From an optimization exercise on the open Yosys and OpenROAD flow, aimed at small area; shortcuts taken in it are not production practice. The RTL was checked by simulation tests, not by an equivalence proof against the original design. No activity file was given, so power comes from the tool's default toggle rates.

## run 1
Design regfile_mp, start of the top module:
module regfile_mp
#(
    parameter int DWIDTH = regfile_pkg::RF_DWIDTH,
    parameter int DEPTH  = regfile_pkg::RF_DEPTH,
    parameter int NRD    = regfile_pkg::RF_NRD,
    localparam int AW    = regfile_pkg::rf_addr_width(DEPTH)
) (
    input  logic                  clk,
    input  logic                  rst,
    input  logic [NRD*AW-1:0]     ra,
    output logic [NRD*DWIDTH-1:0] rd,
    output logic [NRD-1:0]        rd_busy,
    input  logic                  we0,
    input  logic [AW-1:0]         wa0,
    input  logic [DWIDTH-1:0]     wd0,
    input  logic                  we1,
    input  logic [AW-1:0]         wa1,
    input  logic [DWIDTH-1:0]     wd1,
    input  logic                  rsv_en,
    input  logic [AW-1:0]         rsv_addr
);
Size in the first run: about 4900 cells after synthesis, about 160 I/O pins, roughly 50000 um^2 of cells after synthesis.
clock: 6.0 ns
lec_check: 0
cap_margin: 20
cell_pad_in_sites_detail_placement: 1
cell_pad_in_sites_global_placement: 1
core_margin: 2
core_utilization: 35
cts_cluster_diameter: 100
cts_cluster_size: 20
place_density: 0.5
setup_slack_margin: 0.3
slew_margin: 20
synth_hierarchical: 1
standard.sh (not shown) runs the stock make flow with config.mk's settings and CLKGATE_MAP_FILE= SYNTH_SCRIPT=/design/flow/synth_recipe.tcl, a recipe that flattens the netlist after the stock synthesis.
==> flow/flow/run.sh <==
#!/bin/bash
# The standard ORFS layout, with two changes:
#  - the port buffers use the smallest buffer cell instead of the one buffer_ports picks;
#  - clock tree synthesis clusters up to 20 sinks per leaf buffer and inserts no dummy loads.
# Every tool's output goes to a log in this folder (and ORFS's own logs under orfs/logs).
set -euo pipefail
export BUFFER_PORTS_ARGS="-buffer_cell sky130_fd_sc_hd__buf_1"
export CTS_ARGS="-sink_clustering_enable -repair_clock_nets -sink_clustering_size 20 -sink_clustering_max_diameter 100 -dont_use_dummy_load"
bash standard.sh finish > standard_flow.log 2>&1
[inputs] run 2 vs run 1
- a change of PLACE_DENSITY from 0.5 to 0.4
- a change of CTS_CLUSTER_SIZE from 20 to 24
- a change of CORE_UTILIZATION from 35 to 30
- a change of CELL_PAD_IN_SITES_GLOBAL_PLACEMENT from 1 to 2
-- flow/flow/run.sh --
<<< run 1, line 4
#  - clock tree synthesis clusters up to 20 sinks per leaf buffer and inserts no dummy loads.
>>> run 2, line 4
#  - clock tree synthesis clusters up to 24 sinks per leaf buffer and inserts no dummy loads.
<<< run 1, line 8
export CTS_ARGS="-sink_clustering_enable -repair_clock_nets -sink_clustering_size 20 -sink_clustering_max_diameter 100 -dont_use_dummy_load"
>>> run 2, line 8
export CTS_ARGS="-sink_clustering_enable -repair_clock_nets -sink_clustering_size 24 -sink_clustering_max_diameter 100 -dont_use_dummy_load"
==> summary.txt <==
Run 2 and run 1 ended up with nearly the same count of input and output buffers. Going from run 1 to run 2, number of pins exceeding their max-slew limit in the final report ~0 delta, power share of the combinational group went up, clock power -about 3%. In the reports for run 2 and run 1, the smaller die height belongs to run 1. Changes observed in run 2 relative to run 1: internal power decreased about 2%; fraction of area in multi-input gates was more or less identical. Summary of run 2 over run 1: met2 usage fell 2.0 points; via count fell about 0.65%.
For run 3, these inputs were changed with respect to run 2:
- CTS_CLUSTER_DIAMETER: 100 -> 60
- CTS_CLUSTER_SIZE: 24 -> 20
==> flow/run.sh (new file) <==
#!/bin/bash
# synth_recipe.tcl (not shown) runs the flow's synth.tcl, then flattens the netlist and writes it again
# the make line also repeats each setting of config.mk as NAME=value (left out here)
make -C /OpenROAD-flow-scripts/flow DESIGN_CONFIG=/design/flow/config.mk WORK_HOME=/design/flow/orfs CLKGATE_MAP_FILE= SYNTH_SCRIPT=/design/flow/synth_recipe.tcl finish
removed: flow/flow/run.sh
removed: flow/standard.sh
==> comparison <==
Instance area at placement (higher): run 3
Diff run 2..run 3 | count of boundary I/O pins | unchanged
Run 3 vs. run 2: portion of the clock cycle consumed by the worst path in the final layout went up by 0.31 points.
Compared with run 2, non-clock buffer count in run 3 increased by more than 10%.
[compare] base=run 2 new=run 3: internal power of the cells now sits higher; H-tree depth now sits higher; maximum resistive drop on vdd now sits higher; routed length on met2 now sits higher.


## oak
regfile_mp again, from the RTL that the note above started with.
Settings: LEC_CHECK=0, CAP_MARGIN=20, CELL_PAD_IN_SITES_DETAIL_PLACEMENT=1, CELL_PAD_IN_SITES_GLOBAL_PLACEMENT=2, CORE_MARGIN=2, CORE_UTILIZATION=30, CTS_CLUSTER_DIAMETER=60, CTS_CLUSTER_SIZE=20, PLACE_DENSITY=0.4, SETUP_SLACK_MARGIN=0.3, SLEW_MARGIN=20, SYNTH_HIERARCHICAL=1; clock period 6.0 ns.
==> flow/flow/run.sh <==
#!/bin/bash
# The standard ORFS layout, with two changes:
#  - the port buffers use the smallest buffer cell instead of the one buffer_ports picks;
#  - clock tree synthesis clusters up to 20 sinks per leaf buffer and inserts no dummy loads.
# Every tool's output goes to a log in this folder (and ORFS's own logs under orfs/logs).
set -euo pipefail
export BUFFER_PORTS_ARGS="-buffer_cell sky130_fd_sc_hd__buf_1"
export CTS_ARGS="-sink_clustering_enable -repair_clock_nets -sink_clustering_size 20 -sink_clustering_max_diameter 60 -dont_use_dummy_load"
bash standard.sh finish > standard_flow.log 2>&1
oak: flow completed, timing, DRC and antenna clean
diff inputs: oak => cedar
- CTS_CLUSTER_DIAMETER: 60 -> 100
--- a/flow/flow/run.sh
+++ b/flow/flow/run.sh
@@ -6,4 +6,4 @@
 set -euo pipefail
 export BUFFER_PORTS_ARGS="-buffer_cell sky130_fd_sc_hd__buf_1"
-export CTS_ARGS="-sink_clustering_enable -repair_clock_nets -sink_clustering_size 20 -sink_clustering_max_diameter 60 -dont_use_dummy_load"
+export CTS_ARGS="-sink_clustering_enable -repair_clock_nets -sink_clustering_size 20 -sink_clustering_max_diameter 100 -dont_use_dummy_load"
 bash standard.sh finish > standard_flow.log 2>&1
### Flow results
- Diff oak -> cedar: setup slack went down 0.072 ns; layout overhead on the synthesized area went down.
- cedar ran to completion and came out clean on the timing, DRC and antenna checks.
- Looking at the reports, oak completed the entire flow and the layout it produced met the timing, DRC and antenna checks.
- What cedar reported for total design power has to be multiplied by 1.2 to get the figure for oak.
- [compare] base=oak new=cedar: minimum clock period after layout picked up an extra 0.072 ns; routed wire length went down 0.42%; count of clock-buffer cells in the layout lost 78; portion of the layout cell area used by clock cells fell by 3.4 points; multi-input gate share of total cell area higher.

## what the ideal ports hide
Ports are ideal in the flow. The routed layouts listed here were re-timed in OpenROAD. Step 1, drivers: a clkbuf_16 drives clk and a buf_2 each remaining input, both assumed. Step 2 adds t to the input delays and takes it off the output delays; t is the mean of the earliest and latest rising clock arrival at the registers after step 1. Input paths then give back, and output paths get back, about the clock's delay inside the block. a / b / c = ideal / step 1 / step 2; a / b = the first two.
| run | shift t [ns] | setup WS [ns] | hold slack, ns | slew at the worst register clock pin (ns) | pins driven straight from the clock port |
|---|---|---|---|---|---|
| run 1 | 0.802 | 0.115 / 0.089 / 0.089 | 0.493 / 0.493 / 0.493 | 0.10 / 0.10 | 1 |
| run 2 | 0.799 | 0.351 / 0.323 / 0.323 | 0.498 / 0.498 / 0.498 | 0.12 / 0.12 | 1 |
| run 3 | 0.865 | 0.332 / 0.282 / 0.282 | 0.493 / 0.493 / 0.493 | 0.07 / 0.07 | 1 |
| oak | 0.845 | 0.372 / 0.308 / 0.308 | 0.492 / 0.492 / 0.492 | 0.07 / 0.07 | 1 |
| cedar | 0.819 | 0.300 / 0.239 / 0.239 | 0.500 / 0.500 / 0.500 | 0.11 / 0.11 | 1 |
After both steps every run listed still meets setup and hold. For oak, which loses most, drivers alone change the setup slack by -0.064 ns; drivers and shift together by -0.064 ns.
